Source: an optimization exercise on an open RTL-to-GDS flow (aim: small area, a short achievable clock period and few clock cycles). Production flows keep margins and buffers that such runs may drop.
Only simulation tests tie the RTL to the original design; equivalence was not proved.
Power and IR drop assume default switching activity.

== run D ==
// array_insert_delete_at_position_unit
module array_insert_delete_at_position_unit (
  input  logic                                clk,
  input  logic                                rst_n,
  input  logic                                in_valid,
  output logic                                in_ready,
  input  logic                                in_op,
  input  logic [aidp_pkg::POS_W-1:0]          in_position,
  input  logic signed [aidp_pkg::DATA_W-1:0]  in_value,
  output logic                                out_valid,
  input  logic                                out_ready,
  output logic [aidp_pkg::STAT_W-1:0]         out_status,
  output logic signed [aidp_pkg::DATA_W-1:0]  out_element,
  output logic                                out_last
);
  localparam int W = aidp_pkg::DATA_W;
  localparam logic [2:0] M_FRONT = 3'd0;    
  localparam logic [2:0] M_INS   = 3'd1;    
  localparam logic [2:0] M_DEL   = 3'd2;    
  localparam logic [2:0] M_ROT   = 3'd3;    
  logic [W-1:0] chain [aidp_pkg::CAPACITY];
  localparam int NT = 18;             
  logic [NT-1:0] tap;                  
  logic          e31;                  
  logic [2:0]   mode;
  logic [5:0]   cnt;                   
  logic [4:0]   c;                     
  logic [5:0]   pp;                    
  logic         owe;
  logic [4:0]   ko;                    
  logic         errp;
  logic [2:0]   errs;
  logic         cb_v, ins_pend, in_ready_r;
  logic         cb_op;
  logic [5:0]   cb_pos;
  logic [W-1:0] cb_val;
  logic         d_single, d_empty, d_p1, d_p2, d_p3;
  logic [2:0]   d_stat;
  logic         f_z, f_1, f_2;         
  logic         f_tlo;                 
  ...
Settings: LEC_CHECK=0, CAP_MARGIN=20, CORE_MARGIN=2, CORE_UTILIZATION=60, CTS_CLUSTER_DIAMETER=80, CTS_CLUSTER_SIZE=24, PLACE_DENSITY=0.7, SETUP_SLACK_MARGIN=2.75, SLEW_MARGIN=20; clock period 5.0 ns.
run.sh (not shown) runs the stock make flow with config.mk's settings and CLKGATE_MAP_FILE= SYNTH_SCRIPT=/design/flow/synth_recipe.tcl, a recipe that flattens the netlist after the stock synthesis.
Testbench counts of run D, summed over its fixed seeds: cycles 41,175.
What run E does differently from run D at the input level:
-- flow/design.v --
<<< run D, line 58
  logic         f_end;                 
  logic         f_m;                   
  logic         out_valid_r;
  logic [2:0]   out_status_r;
>>> run E, line 58
  logic         f_end;                 
  logic         f_m;                   
  logic         h_ins;                 
  logic         out_valid_r;
  logic [2:0]   out_status_r;
<<< run D, line 81
  assign el       = in_ins || in_del || in_rot;         
  assign idx      = front ? 5'd0 : c;
  assign hold     = start ? (start_ins && d_p1) : ((mode == M_INS) && f_eq);
  assign skip     = start ? (start_del && d_p2) : ((mode == M_DEL) && f_skip);
  assign pass_end = start_ins ? f_z :
>>> run E, line 82
  assign el       = in_ins || in_del || in_rot;         
  assign idx      = front ? 5'd0 : c;
  assign hold     = (start_ins && d_p1) || h_ins;
  assign skip     = start ? (start_del && d_p2) : ((mode == M_DEL) && f_skip);
  assign pass_end = start_ins ? f_z :
<<< run D, line 125
                    (front && (owe || ((f_tlo || (e31 && f_16)) && !f_z && !take_empty)));
  assign pe_c     = front ? (in_rot_c && f_1) : f_end;
  assign hold_c   = (mode == M_INS) && f_eq;
  assign skip_c   = (mode == M_DEL) && f_skip;
  assign park_c   = front && !in_rot_c && !f_z;
>>> run E, line 126
                    (front && (owe || ((f_tlo || (e31 && f_16)) && !f_z && !take_empty)));
  assign pe_c     = front ? (in_rot_c && f_1) : f_end;
  assign hold_c   = h_ins;
  assign skip_c   = (mode == M_DEL) && f_skip;
  assign park_c   = front && !in_rot_c && !f_z;
<<< run D, line 258
    f_end  <= f_end_n;
    f_m    <= f_m_n;
  end
  always_ff @(posedge clk) begin
>>> run E, line 259
    f_end  <= f_end_n;
    f_m    <= f_m_n;
    h_ins  <= (mode_n == M_INS) && f_eq_n && rst_n;
  end
  always_ff @(posedge clk) begin
<<< run D, line 298
  always_ff @(posedge clk) begin
    if (out_free) begin
      if (prod_err) begin
        out_status_r  <= errs;
        out_element_r <= '0;
>>> run E, line 300
  always_ff @(posedge clk) begin
    if (out_free) begin
      if (errp && !owe) begin
        out_status_r  <= errs;
        out_element_r <= '0;
==> comparison <==
Going from run D to run E, global-route usage grows by 1.1 points.
Sequential share of layout area is higher on run D
Looking at run D and run E, the power drawn by the clock network is a wash.
There was hardly any difference in die area between run E and run D.
Wire: run E routes more than run D
In the metrics for run D and run E, the one carrying the lower post-route standard cell area excluding fillers is run D.
Changes observed in run E relative to run D: area growth from synthesis to layout higher, global-route met2 utilization higher, clock latency of the later-clocked register in the worst-skew pair roughly the same.
Compared with run D, run E has less setup slack.
Taking run D as the reference, in run E total number of vias now larger; number of standard cells after synthesis comparable; data arrival at the endpoint of the critical path now larger.
Testbench counts of run E, summed over its fixed seeds: cycles 41,175.

==> static timing again, ports no longer ideal <==
The flow's constraints put no driver on any port. The routed layouts listed below were extracted and timed again, unchanged, in two steps. Step 1, drivers: a clkbuf_16 drives clk and a buf_2 each remaining input, both assumed. Step 2 moves the port delays by t, midway between the first and last clock arrival at a register: inputs arrive t later, outputs are due t later. That takes back most of the time a late clock gives input paths. a / b / c = no drivers / after step 1 / after step 2; a / b = the first two.
| run | shift t [ns] | setup WS [ns] | clock arrival spread, ns | worst data-port slew with drivers (ns) |
|---|---|---|---|---|
| run D | 0.684 | 2.726 / 2.721 / 2.170 | 0.022 / 0.022 | 0.05 |
| run E | 0.693 | 2.555 / 2.555 / 2.120 | 0.017 / 0.017 | 0.06 |
After both steps every run listed still meets setup and hold. For run D, which loses most, drivers alone change the setup slack by -0.005 ns; drivers and shift together by -0.556 ns.
